Context: an optimization exercise on an open-source flow, tuned for a short achievable clock period and few clock cycles. The choices shown serve that exercise and are no tape-out recipe. In this exercise RTL edits were held to simulation tests only and were not proved equivalent to the original.

==> pepper <==
==> flow/design.v <==
package v810_pkg;
    typedef enum logic [3:0] {
        ALU_MOV = 4'b0000,
        ALU_ADD = 4'b0001,
        ALU_SUB = 4'b0010,
        ALU_SHL = 4'b0100,
        ALU_SHR = 4'b0101,
        ALU_SAR = 4'b0111,
        ALU_OR  = 4'b1100,
        ALU_AND = 4'b1101,
        ALU_XOR = 4'b1110,
        ALU_NOT = 4'b1111
    } alu_op_e;
    typedef enum logic [1:0] {
        SRC1_REG,
        SRC1_IMM5,
        SRC1_PC
    } alu_src1_e;
    typedef enum logic [1:0] {
        SRC2_REG,
        SRC2_DISP16,
        SRC2_DISP9
    } alu_src2_e;
    typedef enum logic {
        FETCH_LO,
        FETCH_HI
    } fetch_state_e;
    typedef struct packed {
        logic carry;
        logic over;
        logic sign;
        logic zero;
    } flags_t;
    typedef struct packed {
        logic [32-1:0] pc;
        logic [32-1:0] imm5;
        logic [32-1:0] disp9;
        logic [32-1:0] disp16;
        logic [32-1:0] rd1;
        logic [32-1:0] rd2;
        logic [5-1:0] wa;
        alu_op_e               alu_op;
        alu_src1_e             src1;
        alu_src2_e             src2;
        logic                  branch;
        logic [3:0]            cond;
        logic                  mem_read;
        logic                  mem_write;
        logic [3:0]            flag_mask;
        logic                  reg_write;
        logic                  mem_to_reg;
    } idex_t;
    typedef struct packed {
        logic [32-1:0] result;
        flags_t                flags;
        logic [32-1:0] st_data;
        logic [5-1:0] wa;
        logic                  mem_read;
        logic                  mem_write;
        logic [3:0]            flag_mask;
        logic                  reg_write;
        logic                  mem_to_reg;
    } exmem_t;
endpackage
`timescale 1ns/1ps
module v810_core (
    input  logic                  CLK,
    input  logic                  arst_n,
    output logic [32-1:0] ia,
    input  logic [31:0]           id,
    output logic [32-1:0] da,
    input  logic [32-1:0] dd_i,
    output logic [32-1:0] dd_o,
    output logic                  mrq_n,
    output logic                  rw
);
    function automatic logic cond_z(input logic [3:0] cond);
        cond_z = (cond[2:0] == 3'b010) || (cond[2:0] == 3'b101);
    endfunction
    function automatic logic cond_true(input logic [3:0] cond, input logic [3:0] f);
        logic m;
        case (cond[2:0])
            3'b000:  m = f[2];
            3'b001:  m = f[3];
            3'b010:  m = f[0];
            3'b011:  m = f[3] | f[0];
            3'b100:  m = f[1];
            3'b101:  m = 1'b1;
            3'b110:  m = f[1] ^ f[2];
            default: m = (f[1] ^ f[2]) | f[0];
        endcase
        cond_true = m ^ cond[3];
    endfunction
    function automatic logic [31:1] add_disp(input logic [31:1] base, input logic [7:0] d);
        logic [8:0]  lo;
        logic [22:0] hi, hip, him;
        logic        sp, sm;
        lo  = {1'b0, base[8:1]} + {1'b0, d};
        hi  = base[31:9];
        hip = hi + 23'd1;
        him = hi - 23'd1;
        sp  = lo[8] & !d[7];
        sm  = !lo[8] & d[7];
        add_disp = {({23{sp}} & hip) | ({23{sm}} & him) | ({23{!sp && !sm}} & hi), lo[7:0]};
    endfunction
    logic [31:2] fa;               
    logic        fskip;            
    logic [15:0] q0, q1, q2, q3;   
    logic [2:0]  qcnt;
    logic [31:1] qpc;              
    logic        pred;             
    logic [31:1] btgt;             
    logic        e_we, e_ld, e_cmp, e_br;
    logic [3:0]  e_alu;
    logic [4:0]  e_wa;
    logic [31:0] in1, in2;         
    logic        e_pred;           
    logic [3:0]  e_cond;
    logic [31:1] e_alt;            
    logic [3:0]  psw;              
    logic [31:0] rf [1:31];
    logic        mrq_q, rw_q;
    logic [31:0] da_q, ddo_q;
    logic [31:0] alu_out, wdata;
    logic [3:0]  e_flags;
    logic [32:0] diff;
    logic        redirect_e, e_z;
    assign diff = {1'b0, in2} - {1'b0, in1};
    always_comb begin
        case (e_alu)
            4'b0000: alu_out = in1;
            4'b0001: alu_out = in2 + in1;
            4'b0010: alu_out = diff[31:0];
            4'b0100: alu_out = in2 << in1[4:0];
            4'b0101: alu_out = in2 >> in1[4:0];
            4'b0111: alu_out = $signed(in2) >>> in1[4:0];
            4'b1100: alu_out = in2 | in1;
            4'b1101: alu_out = in2 & in1;
            4'b1110: alu_out = in2 ^ in1;
            4'b1111: alu_out = ~in1;
            default: alu_out = in1;
        endcase
    end
    assign e_flags = {diff[32],
                      (in1[31] != in2[31]) & (in2[31] != diff[31]),
                      diff[31],
                      in2 == in1};
    assign wdata = e_ld ? dd_i : alu_out;
    always_ff @(posedge CLK) begin
        if (e_we)
            rf[e_wa] <= wdata;
    end
    always_ff @(posedge CLK or negedge arst_n) begin
        if (!arst_n)
            psw <= '0;
        else if (e_cmp)
            psw <= e_flags;
    end
    assign e_z = (in2 == in1);
    assign redirect_e = e_br & (cond_true(e_cond, psw) != e_pred);
    assign ia    = {fa, 2'b00};
    assign da    = da_q;
    assign dd_o  = ddo_q;
    assign mrq_n = mrq_q;
    assign rw    = rw_q;
    logic [5:0]  op;
    logic        d_ins32, d_avail, d_ld, d_st, d_br, d_cmp, d_alu, d_imm;
    logic [4:0]  ra1, ra2;
    logic [31:0] rd1, rd2;
    logic        fwd1, fwd2;
    logic        stall, go, issue, act, redirect_d, br_to_e, d_late;
    logic [1:0]  c;
    logic [31:1] qpc1, qpc2;
    assign op  = q0[15:10];
    assign ra1 = q0[4:0];
    assign ra2 = q0[9:5];
    assign d_ins32 = op[5] & op[4];
    assign d_ld    = (op[5:2] == 4'b1100);
    assign d_st    = (op[5:2] == 4'b1101);
    assign d_br    = (op[5:3] == 3'b100);
    assign d_cmp   = !op[5] && !op[3] && (op[2:0] == 3'b011);
    assign d_alu   = !op[5] && !d_cmp;
    assign d_imm   = op[4];
    assign rd1 = (ra1 == 5'd0) ? 32'd0 : rf[ra1];
    assign rd2 = (ra2 == 5'd0) ? 32'd0 : rf[ra2];
    assign fwd1 = e_we && (e_wa == ra1);
    assign fwd2 = e_we && (e_wa == ra2);
    assign qpc1 = qpc + 31'd1;
    assign qpc2 = qpc + 31'd2;
    assign d_avail = (qcnt != 3'd0) && (!d_ins32 || qcnt >= 3'd2);
    assign stall   = (d_ld | d_st) & fwd1;
    assign go      = d_avail & !stall;
    assign issue   = go & !d_br & !redirect_e;
    assign c       = !go ? 2'd0 : d_ins32 ? 2'd2 : 2'd1;
    assign d_late     = e_cmp & !cond_z(q0[12:9]);
    assign act        = cond_true(q0[12:9], e_cmp ? {3'b000, e_z} : psw);
    assign redirect_d = d_avail & d_br & !d_late & (act != pred) & !redirect_e;
    assign br_to_e    = d_avail & d_br & d_late & !redirect_e;
    always_ff @(posedge CLK or negedge arst_n) begin
        if (!arst_n) begin
            e_we  <= 1'b0;
            e_ld  <= 1'b0;
            e_cmp <= 1'b0;
            e_br  <= 1'b0;
            mrq_q <= 1'b1;
            rw_q  <= 1'b1;
        end else begin
            e_we  <= issue & (d_alu | d_ld) & (ra2 != 5'd0);
            e_ld  <= issue & d_ld;
            e_cmp <= issue & d_cmp;
            e_br  <= br_to_e;
            mrq_q <= !(issue & (d_ld | d_st));
            rw_q  <= !(issue & d_st);
        end
    end
    always_ff @(posedge CLK) begin
        e_alu  <= op[3:0];
        e_wa   <= ra2;
        in1    <= d_imm ? {{27{q0[4]}}, q0[4:0]} : fwd1 ? wdata : rd1;
        in2    <= fwd2 ? wdata : rd2;
        da_q   <= rd1 + {{16{q1[15]}}, q1};
        ddo_q  <= fwd2 ? wdata : rd2;
        e_pred <= pred;
        e_cond <= q0[12:9];
        e_alt  <= pred ? qpc1 : btgt;
    end
    logic [2:0]  r, cnt_n;
    logic        accept;
    logic [15:0] s0, s1, s2, s3;   
    logic [15:0] h0;               
    logic [15:0] n0;               
    logic [31:1] pc_n, tgt_n, redir_pc;
    logic        n_br, n_ex, pt;
    logic [31:1] t_pk, t_h0, t_q1, t_h1, t_q2, t_h2;
    assign r      = qcnt - {1'b0, c};
    assign accept = (r <= 3'd2);
    assign h0     = fskip ? id[31:16] : id[15:0];
    assign cnt_n  = !accept ? r : fskip ? r + 3'd1 : r + 3'd2;
    always_comb begin
        case (c)
            2'd0:    {s0, s1, s2, s3} = {q0, q1, q2, q3};
            2'd1:    {s0, s1, s2, s3} = {q1, q2, q3, 16'h0};
            default: {s0, s1, s2, s3} = {q2, q3, 16'h0, 16'h0};
        endcase
    end
    assign redir_pc = redirect_e ? e_alt : pred ? qpc1 : btgt;
    assign t_pk = add_disp(btgt, h0[8:1]);
    assign t_h0 = add_disp(qpc,  h0[8:1]);
    assign t_q1 = add_disp(qpc1, q1[8:1]);
    assign t_h1 = add_disp(qpc1, h0[8:1]);
    assign t_q2 = add_disp(qpc2, q2[8:1]);
    assign t_h2 = add_disp(qpc2, h0[8:1]);
    always_comb begin
        if (pred) begin                  
            n0 = h0;  tgt_n = t_pk;
        end else case (c)
            2'd0:    if (qcnt != 3'd0) begin n0 = q0; tgt_n = btgt; end
                     else              begin n0 = h0; tgt_n = t_h0; end
            2'd1:    if (qcnt >= 3'd2) begin n0 = q1; tgt_n = t_q1; end
                     else              begin n0 = h0; tgt_n = t_h1; end
            default: if (qcnt >= 3'd3) begin n0 = q2; tgt_n = t_q2; end
                     else              begin n0 = h0; tgt_n = t_h2; end
        endcase
    end
    assign pc_n = pred ? btgt : qpc + {29'd0, c};
    assign n_br = (cnt_n != 3'd0) && (n0[15:13] == 3'b100);
    assign n_ex = !(issue & d_cmp) & (!e_cmp | cond_z(n0[12:9]));
    assign pt   = n_br & (n_ex ? cond_true(n0[12:9], e_cmp ? {3'b000, e_z} : psw) : n0[8]);
    always_ff @(posedge CLK or negedge arst_n) begin
        if (!arst_n) begin
            fa    <= '0;
            fskip <= 1'b0;
            qcnt  <= '0;
            qpc   <= '0;
            pred  <= 1'b0;
        end else if (redirect_e || redirect_d) begin
            fa    <= redir_pc[31:2];
            fskip <= redir_pc[1];
            qcnt  <= '0;
            qpc   <= redir_pc;
            pred  <= 1'b0;
        end else begin
            qpc  <= pc_n;
            pred <= pt;
            if (pt) begin
                fa    <= tgt_n[31:2];
                fskip <= tgt_n[1];
                qcnt  <= 3'd1;
            end else begin
                if (accept) begin
                    fa    <= fa + 30'd1;
                    fskip <= 1'b0;
                end
                qcnt <= cnt_n;
            end
        end
    end
    always_ff @(posedge CLK) begin
        btgt <= tgt_n;
        q0 <= n0;
        q1 <= (r == 3'd0) ? id[31:16] : (r == 3'd1) ? h0 : s1;
        q2 <= (r == 3'd1) ? id[31:16] : (r == 3'd2) ? h0 : s2;
        q3 <= (r == 3'd2) ? id[31:16] : s3;
    end
endmodule
==> flow/flow/run.sh <==
#!/bin/bash
set -euo pipefail
bash standard.sh SETUP_SLACK_MARGIN=6 TNS_END_PERCENT=20 SKIP_GATE_CLONING=1 finish > standard.log 2>&1
==> flow/standard.sh <==
#!/bin/bash
# synth_recipe.tcl (not shown) runs the flow's synth.tcl, then flattens the netlist and writes it again
# the make line also repeats each setting of config.mk as NAME=value (left out here)
make -C /OpenROAD-flow-scripts/flow DESIGN_CONFIG=/design/flow/config.mk WORK_HOME=/design/flow/orfs CLKGATE_MAP_FILE= SYNTH_SCRIPT=/design/flow/synth_recipe.tcl "${@:-finish}"
==> flow/config.mk <==
export PLATFORM = sky130hd
export DESIGN_NAME = v810_core
export DESIGN_NICKNAME = v810_core
export VERILOG_FILES = /design/flow/design.v
export SDC_FILE = /design/flow/constraint.sdc
export NUM_CORES = 4
export LEC_CHECK = 0
export CAP_MARGIN = 20
export CORE_MARGIN = 2
export CORE_UTILIZATION = 40
export SLEW_MARGIN = 20
==> flow/constraint.sdc <==
create_clock -name core_clock -period 10.0 [get_ports {CLK}]
set_input_delay 2.0000 -clock core_clock [delete_from_list [all_inputs] [get_ports {CLK}]]
set_output_delay 2.0000 -clock core_clock [all_outputs]
set_load 0.01 [all_outputs]
==> nickel: changes against pepper <==
==> flow/design.v, changed modules only <==
module v810_core (
    input  logic                  CLK,
    input  logic                  arst_n,
    output logic [32-1:0] ia,
    input  logic [31:0]           id,
    output logic [32-1:0] da,
    input  logic [32-1:0] dd_i,
    output logic [32-1:0] dd_o,
    output logic                  mrq_n,
    output logic                  rw
);
    logic [31:2] fa;               
    logic        fskip;            
    logic [15:0] q0, q1, q2, q3;   
    logic [2:0]  qcnt;
    logic [31:1] qpc;              
    logic        e_we, e_ld, e_cmp;
    logic [3:0]  e_alu;
    logic [4:0]  e_wa;
    logic [31:0] in1, in2;         
    logic [3:0]  psw;              
    logic [31:0] rf [1:31];
    logic        mrq_q, rw_q;
    logic [31:0] da_q, ddo_q;
    logic [31:0] alu_out, wdata;
    logic [3:0]  e_flags;
    logic [32:0] diff;
    assign diff = {1'b0, in2} - {1'b0, in1};
    always_comb begin
        case (e_alu)
            4'b0000: alu_out = in1;
            4'b0001: alu_out = in2 + in1;
            4'b0010: alu_out = diff[31:0];
            4'b0100: alu_out = in2 << in1[4:0];
            4'b0101: alu_out = in2 >> in1[4:0];
            4'b0111: alu_out = $signed(in2) >>> in1[4:0];
            4'b1100: alu_out = in2 | in1;
            4'b1101: alu_out = in2 & in1;
            4'b1110: alu_out = in2 ^ in1;
            4'b1111: alu_out = ~in1;
            default: alu_out = in1;
        endcase
    end
    assign e_flags = {diff[32],
                      (in1[31] != in2[31]) & (in2[31] != diff[31]),
                      diff[31],
                      in2 == in1};
    assign wdata = e_ld ? dd_i : alu_out;
    always_ff @(posedge CLK) begin
        if (e_we)
            rf[e_wa] <= wdata;
    end
    always_ff @(posedge CLK or negedge arst_n) begin
        if (!arst_n)
            psw <= '0;
        else if (e_cmp)
            psw <= e_flags;
    end
    assign ia    = {fa, 2'b00};
    assign da    = da_q;
    assign dd_o  = ddo_q;
    assign mrq_n = mrq_q;
    assign rw    = rw_q;
    logic [5:0]  op;
    logic        d_ins32, d_avail, d_ld, d_st, d_br, d_cmp, d_alu, d_imm;
    logic [4:0]  ra1, ra2;
    logic [31:0] rd1, rd2;
    logic        fwd1, fwd2;
    logic        stall, go, issue, taken, cond_match;
    logic [3:0]  fl;
    logic [31:1] d_tgt;
    logic [1:0]  c;
    assign op  = q0[15:10];
    assign ra1 = q0[4:0];
    assign ra2 = q0[9:5];
    assign d_ins32 = op[5] & op[4];
    assign d_ld    = (op[5:2] == 4'b1100);
    assign d_st    = (op[5:2] == 4'b1101);
    assign d_br    = (op[5:3] == 3'b100);
    assign d_cmp   = !op[5] && !op[3] && (op[2:0] == 3'b011);
    assign d_alu   = !op[5] && !d_cmp;
    assign d_imm   = op[4];
    assign rd1 = (ra1 == 5'd0) ? 32'd0 : rf[ra1];
    assign rd2 = (ra2 == 5'd0) ? 32'd0 : rf[ra2];
    assign fwd1 = e_we && (e_wa == ra1);
    assign fwd2 = e_we && (e_wa == ra2);
    assign d_avail = (qcnt != 3'd0) && (!d_ins32 || qcnt >= 3'd2);
    assign stall   = (d_ld | d_st) & fwd1;
    assign go      = d_avail & !stall;
    assign issue   = go & !d_br;
    assign c       = !go ? 2'd0 : d_ins32 ? 2'd2 : 2'd1;
    assign fl = e_cmp ? e_flags : psw;
    always_comb begin
        case (q0[11:9])
            3'b000: cond_match = fl[2];
            3'b001: cond_match = fl[3];
            3'b010: cond_match = fl[0];
            3'b011: cond_match = fl[3] | fl[0];
            3'b100: cond_match = fl[1];
            3'b101: cond_match = 1'b1;
            3'b110: cond_match = fl[1] ^ fl[2];
            default: cond_match = (fl[1] ^ fl[2]) | fl[0];
        endcase
    end
    assign taken = d_avail & d_br & (cond_match ^ q0[12]);
    assign d_tgt = qpc + {{23{q0[8]}}, q0[8:1]};
    always_ff @(posedge CLK or negedge arst_n) begin
        if (!arst_n) begin
            e_we  <= 1'b0;
            e_ld  <= 1'b0;
            e_cmp <= 1'b0;
            mrq_q <= 1'b1;
            rw_q  <= 1'b1;
        end else begin
            e_we  <= issue & (d_alu | d_ld) & (ra2 != 5'd0);
            e_ld  <= issue & d_ld;
            e_cmp <= issue & d_cmp;
            mrq_q <= !(issue & (d_ld | d_st));
            rw_q  <= !(issue & d_st);
        end
    end
    always_ff @(posedge CLK) begin
        if (issue) begin
            e_alu <= op[3:0];
            e_wa  <= ra2;
            in1   <= d_imm ? {{27{q0[4]}}, q0[4:0]} : fwd1 ? wdata : rd1;
            in2   <= fwd2 ? wdata : rd2;
            da_q  <= rd1 + {{16{q1[15]}}, q1};
            ddo_q <= fwd2 ? wdata : rd2;
        end
    end
    logic [2:0]  r;
    logic        accept;
    logic [15:0] s0, s1, s2, s3;   
    logic [15:0] h0;               
    assign r      = qcnt - {1'b0, c};
    assign accept = (r <= 3'd2);
    assign h0     = fskip ? id[31:16] : id[15:0];
    always_comb begin
        case (c)
            2'd0:    {s0, s1, s2, s3} = {q0, q1, q2, q3};
            2'd1:    {s0, s1, s2, s3} = {q1, q2, q3, 16'h0};
            default: {s0, s1, s2, s3} = {q2, q3, 16'h0, 16'h0};
        endcase
    end
    always_ff @(posedge CLK or negedge arst_n) begin
        if (!arst_n) begin
            fa    <= '0;
            fskip <= 1'b0;
            qcnt  <= '0;
            qpc   <= '0;
        end else if (taken) begin
            fa    <= d_tgt[31:2];
            fskip <= d_tgt[1];
            qcnt  <= '0;
            qpc   <= d_tgt;
        end else begin
            if (accept) begin
                fa    <= fa + 30'd1;
                fskip <= 1'b0;
            end
            qcnt <= !accept ? r : fskip ? r + 3'd1 : r + 3'd2;
            qpc  <= qpc + {29'd0, c};
        end
    end
    always_ff @(posedge CLK) begin
        q0 <= (r == 3'd0) ? h0 : s0;
        q1 <= (r == 3'd0) ? id[31:16] : (r == 3'd1) ? h0 : s1;
        q2 <= (r == 3'd1) ? id[31:16] : (r == 3'd2) ? h0 : s2;
        q3 <= (r == 3'd2) ? id[31:16] : s3;
    end
endmodule
==> flow/run.sh (new file) <==
#!/bin/bash
# synth_recipe.tcl (not shown) runs the flow's synth.tcl, then flattens the netlist and writes it again
# the make line also repeats each setting of config.mk as NAME=value (left out here)
make -C /OpenROAD-flow-scripts/flow DESIGN_CONFIG=/design/flow/config.mk WORK_HOME=/design/flow/orfs CLKGATE_MAP_FILE= SYNTH_SCRIPT=/design/flow/synth_recipe.tcl finish
- ABC_CLOCK_PERIOD_IN_PS: default -> 3000
- SETUP_SLACK_MARGIN: default -> 5
removed: flow/flow/run.sh
removed: flow/standard.sh
==> out/qor.yml <==
outcome:
  status: "failed layout checks"
  so.violations: "max-capacitance violations, max-slew violations"
route:
  avgRoutedWirePerCell_um: 32.8
cells_and_area:
  final_cell_mix: "edfxtp_1 (1,161), mux4_2 (616), nor2_1 (347), nand2_1 (317), a21oi_1 (301)"
  largest_class: "flip-flops and latches"
  multi_input_area_share_pct: 39.8
  multi_input_area_sq_mm: 0.0320
timing:
  skew_ps: 41.7
  whs_ps: 518
  slew_violations: 3
worst_setup_path:
  startpoint_type: "flip-flop"
  critPathMaxStageDelay_ps: 690
job:
  cap_violations: 1
grt:
  use_met3_pct: 5.29
  grt.met1_usage_pct: 35.0
the above is filed under nickel

==> out/qor.yml <==
outcome:
  status: "complete, no violations"
grt:
  use_met3_pct: 7.38
  grt.met1_usage_pct: 40.8
timing:
  whs_ps: 459
  slew_violations: 0
  skew_ps: 84.0
worst_setup_path:
  critPathMaxStageDelay_ps: 350
  startpoint_type: "primary input"
route:
  avgRoutedWirePerCell_um: 33.0
cells_and_area:
  final_cell_mix: "edfxtp_1 (1,048), mux4_2 (587), nor2_1 (557), nand2_1 (445), a21oi_1 (441)"
  multi_input_area_share_pct: 45.2
  largest_class: "multi-input combinational cells"
job:
  cap_violations: 0
the above is filed under pepper

Testbench counts of pepper, summed over its fixed seeds: cycles 131,246.
Testbench counts of nickel, summed over its fixed seeds: cycles 138,700.

==> static timing again, ports no longer ideal <==
The results above use ideal ports. As a check the final layouts listed here were re-extracted and re-timed, cells and wires unchanged.
Step 1 sets driving cells, clkbuf_16 on the clock port and buf_2 on the other inputs (assumed; they add their load-dependent delay and slew).
Step 2 times the ports against the registers' clock, not the clock port: input delays grow and output delays shrink by t, the midpoint of the rising clock arrivals with the driver on.
a / b / c = ideal / step 1 / step 2; a / b = the first two.
run | t (ns) | slack for setup (ns) | hold WS [ns] | slew at the worst register clock pin (ns) | pins driven straight from the clock port
pepper | 0.891 | 4.875 / 4.920 / 4.029 | 0.459 / 0.459 / 0.459 | 0.07 / 0.07 | 1
nickel | 0.865 | 4.824 / 4.824 / 4.824 | 0.518 / 0.518 / 0.518 | 0.07 / 0.07 | 1
For pepper, which loses most, drivers alone change the setup slack by +0.045 ns; drivers and shift together by -0.846 ns.
